This is an optimization exercise on Yosys and OpenROAD, whose aim is small area, a short achievable clock period and few clock cycles, not a production implementation. Function was checked by simulation only, so behaviour that the tests miss may differ from the original. No run shown here takes its clock network from TritonCTS; it comes from the design's own scripts or RTL. No driver is modelled on the clock port, so clock power and skew are understated where the tree is cut down; a real chip needs a root buffer or a tree. Power figures rest on the tool's default switching activity, not on a simulated workload.

==> flow/design.v (outline; a module is shown in full before it is edited, if it fits) <==
// module polar_encoder: 1126 lines
// module pe_ax2: 3 lines
// module pe_a2: 3 lines
// module pe_x2: 3 lines
// module pe_sw: 3 lines
module polar_encoder
(
    input  logic       clk,
    input  logic       rst_n,
    input  logic       start,
    input  logic [9:0] N,
    input  logic [7:0] K,
    input  logic       in_valid,
    input  logic       in_bit,
    output logic       in_ready,
    output logic       out_valid,
    output logic       out_bit,
    input  logic       out_ready,
    output logic       busy,
    output logic       out_last
);
  // ...
==> flow/flow/run.sh <==
#!/bin/bash
# The standard layout with two changes:
#  - plain buffers (buf_2) on the ports, instead of the delay cell that
#    buffer_ports picks by default;
#  - a two-level clock tree built by flow/cts.tcl in place of TritonCTS.
set -e
export BUFFER_PORTS_ARGS="-buffer_cell sky130_fd_sc_hd__buf_2"
bash standard.sh place > standard_place.log 2>&1
export FLOW_RES=$PWD/orfs/results/sky130hd/polar_encoder/base
mkdir -p orfs/logs/sky130hd/polar_encoder/base
openroad -no_init -exit flow/cts.tcl > cts.log 2>&1
cp cts.log orfs/logs/sky130hd/polar_encoder/base/4_1_cts.log
bash standard.sh > standard.log 2>&1
==> flow/flow/cts.tcl <==
# Clock tree for this design, in place of TritonCTS: the clock port drives
# four root clkbuf_16s, each driving the clkbuf_16s of about four of the 16
# flip-flop clusters (k-means on the flip-flops' locations). Two buffer
# levels give a lower insertion delay than TritonCTS's three.
set plat $::env(FLOW_HOME)/platforms/sky130hd
set res $::env(FLOW_RES)
read_liberty $plat/lib/sky130_fd_sc_hd__tt_025C_1v80.lib
read_db $res/3_place.odb
read_sdc $res/3_place.sdc
source $plat/setRC.tcl
source [file dirname [info script]]/mcts.tcl
mcts_build 16 sky130_fd_sc_hd__clkbuf_16 sky130_fd_sc_hd__clkbuf_16 4
set_propagated_clock [all_clocks]
detailed_placement
check_placement -verbose
estimate_parasitics -placement
report_clock_skew
report_checks -path_delay max -group_path_count 5 -format full_clock_expanded
report_check_types -max_slew -max_capacitance -violators
write_db $res/4_1_cts.odb
write_sdc -no_timestamp $res/4_cts.sdc
==> flow/flow/mcts.tcl <==
# Manual two-level clock tree: root clkbuf near the die centre driving one
# clkbuf per cluster of flip-flops (k-means on clock pin locations).
# Manual two-level clock tree: see cts.tcl.
proc mcts_build { nclus bufname rootname {nroot 1} } {
  set db [ord::get_db]
  set block [ord::get_db_block]
  set clknet [$block findNet clk]
  set sinks {}
  foreach it [$clknet getITerms] {
    set inst [$it getInst]
    set bb [$inst getBBox]
    lappend sinks [list $it [expr {([$bb xMin]+[$bb xMax])/2}] [expr {([$bb yMin]+[$bb yMax])/2}]]
  }
  set n [llength $sinks]
  # k-means init: spread along sorted order
  set sorted [lsort -real -index 1 $sinks]
  set cents {}
  for {set k 0} {$k < $nclus} {incr k} {
    set s [lindex $sorted [expr {int(($k + 0.5) * $n / $nclus)}]]
    lappend cents [list [lindex $s 1] [lindex $s 2]]
  }
  for {set iter 0} {$iter < 40} {incr iter} {
    set sx {}; set sy {}; set sc {}
    for {set k 0} {$k < $nclus} {incr k} { lappend sx 0.0; lappend sy 0.0; lappend sc 0 }
    set assign {}
    foreach s $sinks {
      set best -1; set bd 1e30
      for {set k 0} {$k < $nclus} {incr k} {
        set c [lindex $cents $k]
        set d [expr {abs([lindex $s 1]-[lindex $c 0]) + abs([lindex $s 2]-[lindex $c 1])}]
        if {$d < $bd} { set bd $d; set best $k }
      }
      lappend assign $best
      lset sx $best [expr {[lindex $sx $best] + [lindex $s 1]}]
      lset sy $best [expr {[lindex $sy $best] + [lindex $s 2]}]
      lset sc $best [expr {[lindex $sc $best] + 1}]
    }
    for {set k 0} {$k < $nclus} {incr k} {
      if {[lindex $sc $k] > 0} {
        lset cents $k [list [expr {[lindex $sx $k]/[lindex $sc $k]}] [expr {[lindex $sy $k]/[lindex $sc $k]}]]
      }
    }
  }
  set m [$db findMaster $bufname]
  set rm [$db findMaster $rootname]
  # group the cluster centres into nroot groups (k-means)
  set rc {}
  set sc [lsort -real -index 0 $cents]
  for {set r 0} {$r < $nroot} {incr r} { lappend rc [lindex $sc [expr {int(($r + 0.5) * $nclus / $nroot)}]] }
  for {set iter 0} {$iter < 30} {incr iter} {
    set rass {}
    set ax {}; set ay {}; set an {}
    for {set r 0} {$r < $nroot} {incr r} { lappend ax 0.0; lappend ay 0.0; lappend an 0 }
    foreach c $cents {
      set best 0; set bd 1e30
      for {set r 0} {$r < $nroot} {incr r} {
        set d [expr {abs([lindex $c 0]-[lindex $rc $r 0]) + abs([lindex $c 1]-[lindex $rc $r 1])}]
        if {$d < $bd} { set bd $d; set best $r }
      }
      lappend rass $best
      lset ax $best [expr {[lindex $ax $best] + [lindex $c 0]}]
      lset ay $best [expr {[lindex $ay $best] + [lindex $c 1]}]
      lset an $best [expr {[lindex $an $best] + 1}]
    }
    for {set r 0} {$r < $nroot} {incr r} {
      if {[lindex $an $r] > 0} { lset rc $r [list [expr {[lindex $ax $r]/[lindex $an $r]}] [expr {[lindex $ay $r]/[lindex $an $r]}]] }
    }
  }
  set rootnets {}
  for {set r 0} {$r < $nroot} {incr r} {
    set root [odb::dbInst_create $block $rm clkroot_buf_$r]
    $root setLocation [expr {int([lindex $rc $r 0])}] [expr {int([lindex $rc $r 1])}]
    $root setPlacementStatus PLACED
    set rn [odb::dbNet_create $block clkroot_net_$r]
    $rn setSigType CLOCK
    [$root findITerm X] connect $rn
    lappend rootnets $rn
    lappend roots $root
  }
  set leafnets {}
  for {set k 0} {$k < $nclus} {incr k} {
    set c [lindex $cents $k]
    set b [odb::dbInst_create $block $m clkleaf_buf_$k]
    $b setLocation [expr {int([lindex $c 0])}] [expr {int([lindex $c 1])}]
    $b setPlacementStatus PLACED
    set ln [odb::dbNet_create $block clkleaf_net_$k]
    $ln setSigType CLOCK
    [$b findITerm A] connect [lindex $rootnets [lindex $rass $k]]
    [$b findITerm X] connect $ln
    lappend leafnets $ln
  }
  set i 0
  foreach s $sinks {
    set it [lindex $s 0]
    $it disconnect
    $it connect [lindex $leafnets [lindex $assign $i]]
    incr i
  }
  foreach root $roots { [$root findITerm A] connect $clknet }
  global_connect
}
==> flow/standard.sh <==
#!/bin/bash
# synth_recipe.tcl (not shown) runs the flow's synth.tcl, then flattens the netlist and writes it again
# the make line also repeats each setting of config.mk as NAME=value (left out here)
make -C /OpenROAD-flow-scripts/flow DESIGN_CONFIG=/design/flow/config.mk WORK_HOME=/design/flow/orfs CLKGATE_MAP_FILE= SYNTH_SCRIPT=/design/flow/synth_recipe.tcl "${@:-finish}"
==> flow/config.mk <==
export PLATFORM = sky130hd
export DESIGN_NAME = polar_encoder
export DESIGN_NICKNAME = polar_encoder
export VERILOG_FILES = /design/flow/design.v
export SDC_FILE = /design/flow/constraint.sdc
export NUM_CORES = 8
export LEC_CHECK = 0
export CAP_MARGIN = 20
export CORE_MARGIN = 2
export CORE_UTILIZATION = 55
export CTS_BUF_LIST = sky130_fd_sc_hd__clkbuf_16
export CTS_CLUSTER_DIAMETER = 100
export CTS_CLUSTER_SIZE = 24
export PLACE_DENSITY = 0.65
export SLEW_MARGIN = 20
export SYNTH_HIERARCHICAL = 1
==> flow/constraint.sdc <==
create_clock -name core_clock -period 30.0 [get_ports {clk}]
set_input_delay 6.0000 -clock core_clock [delete_from_list [all_inputs] [get_ports {clk}]]
set_output_delay 6.0000 -clock core_clock [all_outputs]
set_load 0.01 [all_outputs]
==> run notes, run 1 <==
- Status: no timing/DRC/antenna violations
- Vias in the first global route: around 12000
- Mapped cell area: about 0.016 mm^2
- Largest register FFs: 256
- DIE HEIGHT: ~180 um
- Die ar.: roughly 0.031 mm^2
- Post-Synth XOR/XNOR Area: between 10% and 20%
- Grt ovf: 0
- Pin count of the biggest net entering global routing: 90
- Final wirelength: around 44000 um
- Fin crit share: between 20% and 30%
- Starting Density: approximately 56%
- Most common cell in the synthesized netlist: nand2_1
- Diodes inserted: 0
- Met3 GRT Util: roughly 1.6%
- Min-Delay Endpoint: slot_q[207]
- Reg2reg path depth: 20
- Seq. pwr: 0.445 mW
- Sequential share of the synthesized area: between 40% and 50%
- Clock skew: 55.4 ps
- Sw frac: a little over a quarter
- #MultiIn Comb: 1368
- Max-Cap Viols: 0
- Critical path class: primary input to flip-flop
- CP startpoint: in_valid
- Cell-internal power: between 0.5 and 0.6 mW
- Detail Route Antenna Nets: 0
- Total power: roughly 0.79 mW
- Vias/cell: about 6
- Port Buffers: 28
- Relative slew margins: approximately a fifth
- Cell Chain, Critical Path: buf_2, and2_1, a31oi_1, a21boi_1, mux2i_1, a21oi_1
- Share of cells above drive strength 1: 6.99%
- CP Max Fanout: 4
- Worst vdd ir: 50.7 uV
- Worst R2R Start: c_q[7]
- Top layer in use: met4
Testbench counts, summed over its fixed seeds: cycles 51,710.
==> run 2: changes to the inputs <==
--- a/flow/design.v
+++ b/flow/design.v
@@ -1075,17 +1075,16 @@
             qj_q  <= {1'b0, K};
             j_q   <= N[9] ? 4'd9 : N[8] ? 4'd8 : 4'd7;
             p_q   <= N[9] ? 4'd9 : N[8] ? 4'd8 : 4'd7;
             pha_q <= 1'b1;
             t_q   <= '0;
             c_q   <= 9'h1FF;
             lt_q  <= 1'b1;
             par_q <= 1'b0;
-            out_bit_q  <= 1'b0;
             out_last_q <= 1'b0;
             pact_q     <= 1'b0;
         end else begin
             if (su_q) begin
                 if (pha_q) begin
                     j_q <= j_q - 4'd1;
                     if (gt) begin
                         qj_q <= qj_q - {2'b00, binom};
@@ -1103,20 +1102,18 @@
             end
             if (init_q || v_q) begin
                 c_q  <= c_next;
                 f_q  <= f_next;
                 lt_q <= lt_next;
             end
             if (v_q) par_q <= par_q ^ b_q;
             if (init_q | k0) qj_q <= 9'd1;
-            if (out_go | k0) begin
-                out_bit_q <= par_q ^ (v_q & b_q) ^ (in_bit & hs_in);
-                pact_q    <= 1'b1;
-            end
+            if (!out_valid_q) out_bit_q <= par_q ^ (v_q & b_q) ^ (in_bit & in_ready_q);
+            if (out_go | k0) pact_q <= 1'b1;
             if (prod) begin
                 tb_q <= xbit;
                 tl_q <= (qj_q == nm1);
                 qj_q <= qj_q + 9'd1;
                 if (qj_q == nm1) pact_q <= 1'b0;
             end
             if (hs_out) begin
                 out_bit_q  <= tv_q ? tb_q : xbit;
==> run 2 against run 1 <==
Final cell count rose by 1.4%. Register-to-register slack improved by 70 ps. Sequential share of layout area fell by 0.22 points. First-iteration DRC count fell by 3.9%. Fmax rose by 0.32%. Sequential cell count did not move. Area after synthesis rose by 0.79%. Power rose by 89%. Cell area rose by 0.74%. Clock skew rose by 3.4 ps. Worst setup slack improved by 22 ps. Clock power barely moved.
==> run notes, run 2 <==
- Via count: 13135 (was 13088)
- WP data arrival: 860 ps (was 7120 ps)
- Skew-Pair Late Insertion Delay: 340 ps (was 330 ps)
- Sequential share of the synthesized area: 40.5% (was 40.7%)
- First-pass GRT wire length: 69700 um (was 68800 um)
- Worst path top cell family by delay: flip-flops (was compound AO/OA/AOI/OAI gates)
- Sw frac: 43.4% (was 26.6%)
- Leakage: 7.33 nW (was 7.13 nW)
- Critical Path RT: 24000 ps (was 30230 ps)
- Max-Cap Viols: 0 (unchanged)
- Worst stage delay on the critical path: 390 ps (was 350 ps)
- Share of cells above drive strength 1: 6.95% (was 6.99%)
- Mapped cell area: 0.0164 mm^2 (was 0.0163 mm^2)
- Post-synth EDFFs: 25 (was 24)
- Gate count after technology mapping: 1790 (was 1762)
- Io pins: 29 (unchanged)
- Initial antenna violation count: 0 (unchanged)
- GRT Overall Usage: 28.0% (was 27.6%)
- Flops & latches, synth: 316 (unchanged)
- Starting Density: 55.6% (was 56.2%)
- Setup TNS: 0 ps (unchanged)
- Die W: 177 um (was 176 um)
- Top cell types by occurrence after synthesis: nand2_1, dfxtp_1, xor2_1 (unchanged)
- Unique masters post-synth: 78 (was 70)
- Status: no timing/DRC/antenna violations (unchanged)
- Pin count of the biggest net entering global routing: 229 (was 90)
- Ys async rst share: 3.16% (unchanged)
- CP startpoint: out_last_q (was in_valid)
- CP Buf/Inv Count: 1 (unchanged)
- Element type at the critical path start: flip-flop (was primary input)
- Synthesis-to-finish area growth: 7.55% (was 7.60%)
- # nets final: 1896 (was 1872)
- Hold WC Path Type: flip-flop to flip-flop (unchanged)
- Largest Register: slot_q (unchanged)
- Vias in the first global route: 12487 (was 12311)
- Cell-internal power: 0.844 mW (was 0.578 mW)
- Total power: 1.49 mW (was 0.787 mW)
- Die ar.: 0.0312 mm^2 (was 0.0309 mm^2)
- Final wirelength: 43900 um (was 43700 um)
- Clock skew: 58.8 ps (was 55.4 ps)
- First-pass DRT Iterations: 5 (was 6)
- Final Critical Period: 6860 ps (was 6880 ps)
- Reg clk slew, reported paths: 100 ps (about the same)
- Hold path cells: 2 (was 1)
- DPL Wire Length: 29300 um (was 29400 um)
- Synth top area cells: dfxtp_1, xor2_1, a22o_1 (unchanged)
- Syn avg cell area: 9.15 um^2 (was 9.22 um^2)
- Wire per inst: 19.8 um (was 20.0 um)
- Diodes inserted: 0 (unchanged)
- Power share of the clock group: 16.8% (was 31.8%)
- Worst slew pin tran: 1190 ps (was 1200 ps)
- Critical path class: flip-flop to primary output (was primary input to flip-flop)
- DIE HEIGHT: 177 um (was 176 um)
- Core region area: 0.0295 mm^2 (was 0.0289 mm^2)
- Commonest cells after routing, fill and taps aside: nand2_1, dfxtp_1, xor2_1 (unchanged)
- Largest register FFs: 256 (unchanged)
- Combinational share of power: 48.1% (was 11.6%)
- Residual DRC: 0 (unchanged)
- Grt ovf: 0 (unchanged)
- Count of final max-slew check failures: 0 (unchanged)
- Power density cells: 84.6 mW/mm^2 (was 45.0 mW/mm^2)
- Register-to-Register Setup Slack: 24950 ps (was 24880 ps)
- Worst path slowest cell: dfxtp_1 (was a21boi_1)
- Fin crit share: 22.9% (about the same)
- Relative slew margins: 20.6% (was 20.0%)
- Unrepaired setup endpoints after global routing: no (unchanged)
- Row count: 63 (was 62)
- FILL cells: 2603 (was 2594)
- Final GP Congestion: 0.886 (was 0.909)
- Port Buffers: 28 (unchanged)
- Most area-hungry cell type in the Yosys netlist: dfxtp_1 (unchanged)
- Detail Route Antenna Nets: 0 (unchanged)
- Fin. Hold Viols: 0 (unchanged)
- Most common cell in the synthesized netlist: nand2_1 (unchanged)
- YS warnings: 7 (unchanged)
- CP Max Fanout: 4 (unchanged)
- Reg power frac: 35.1% (was 56.5%)
- Final setup vio count: 0 (unchanged)
- Crit. End Element: primary output (was flip-flop)
- WP depth: 1 (was 6)
- Worst R2R Start: qj_q[2] (was c_q[7])
- Vias/cell: 5.92 (was 5.98)
- Cell Chain, Critical Path: buf_2 (was buf_2, and2_1, a31oi_1, a21boi_1, mux2i_1, a21oi_1)
- Peak Freq: 146 MHz (was 145 MHz)
- Initial DRC count: 1043 (was 1085)
- Min-delay src: pha_q (was slot_q[207])
- Most common library cell in the layout ignoring fill and taps: nand2_1 (unchanged)
- Main flop type after synthesis: dfxtp_1 (unchanged)
- Worst vdd ir: 86.6 uV (was 50.7 uV)
- Core Util, Final: 59.8% (was 60.4%)
- Switching power total: 0.647 mW (was 0.209 mW)
- Synth top area share: 34.3% (was 34.7%)
- Reg2reg path depth: 16 (was 20)
## run 2: power by group through the flow
stage | registers [mW] | clock network (mW) | logic [mW]
after floorplan | 0.490 | 0 | 0.556
after global placement | 0.529 | 0 | 0.697
after detailed placement | 0.530 | 0 | 0.706
after global routing | 0.529 | 0.271 | 0.789
final | 0.523 | 0.251 | 0.717
## run 2: routing by layer
| metal | track usage, % | vias up | share of wire, % |
|---|---|---|---|
| li1 | - | 6351 | - |
| met2 | 45.8 | 303 | 45 |
| met3 | 2.97 | 75 | 4.7 |
| met1 | 38.7 | 6406 | 46 |
| met4 | 9.33 | 0 | 3.4 |
| met5 | 0 | - | 0 |
## run 2: cell type report
class	count	area [um^2]	share of cell area [%]
well taps	390	488	2.77
repair buffers	51	325	1.85
multi-input cells	1393	9500	53.9
plain buffers	20	500	2.84
inverters	47	176	1.00
flip-flops and latches	316	6630	37.6
## run 2: modules after synthesis, one instance, submodules excluded
module         cells  copies in the design  cell area [um^2]  flip-flops and latches
pe_a2              1                    31              6.26                       0
pe_x2              1                   126              8.76                       0
pe_sw              1                   256              8.76                       0
polar_encoder    993                     1             10800                     316
pe_ax2             3                   128              16.3                       0
## run 2: cell families (layout without fill, tap and decap cells)
family | after synthesis | after routing | synth area share [%]
adders and majority gates | 43 | 43 | 3.42
muxes | 31 | 31 | 2.04
other | 1 | 16 | 0.0229
DFF | 316 | 316 | 40.5
AOI/OAI and AO/OA | 439 | 439 | 21.0
and+or+nand+nor | 581 | 581 | 15.5
xor gates and xnor gates | 283 | 283 | 15.2
buffers and inverters | 96 | 118 | 2.37
## run 2: worst paths after layout
check	endpoint
max	out_last
min	pha_q
max reg2reg	out_bit_q
min reg2reg	pha_q
max in group asynchronous	busy_q
min in group asynchronous	out_valid_o
## run 2: per-stage QoR
| stage | hold slack [ps] | area (um^2) | worst slack, ps | instances |
|---|---|---|---|---|
| after floorplan | 446 | 16400 | 23290 | 1805 |
| after global placement | 458 | 17100 | 23180 | 2197 |
| after detailed placement | 463 | 17100 | 23110 | 2197 |
| after global routing | 502 | 17600 | 23100 | 2217 |
| final | 481 | 17600 | 23140 | 2217 |
Testbench counts of run 2, summed over its fixed seeds: cycles 51,710.

-- static timing again, ports no longer ideal --
No port has a modelled driver above. Below, the same layouts with a new extraction and two added sets of constraints. Step 1 (the two cells are an assumption about what drives the block):
set clk [get_ports {clk}]
set_driving_cell -lib_cell sky130_fd_sc_hd__clkbuf_16 $clk
set_driving_cell -lib_cell sky130_fd_sc_hd__buf_2 [delete_from_list [all_inputs] $clk]
Step 2 also shifts input and output timing later by t, the mid clock arrival at the registers, as if the neighbouring blocks saw the same clock. Three values: no drivers, after step 1, after step 2; two values: the first two.
run | t, ns | setup slack, ns | hold WS [ns] | latest minus earliest clock arrival (ns) | worst data-port slew with drivers (ns)
run 1 | 0.407 | 23.116 / 23.028 / 22.789 | 0.479 / 0.479 / 0.479 | 0.056 / 0.056 | 0.04
run 2 | 0.416 | 23.137 / 23.029 / 23.096 | 0.481 / 0.481 / 0.481 | 0.059 / 0.059 | 0.04
After both steps every run listed still meets setup and hold. For run 1, which loses most, drivers alone change the setup slack by -0.088 ns; drivers and shift together by -0.327 ns.
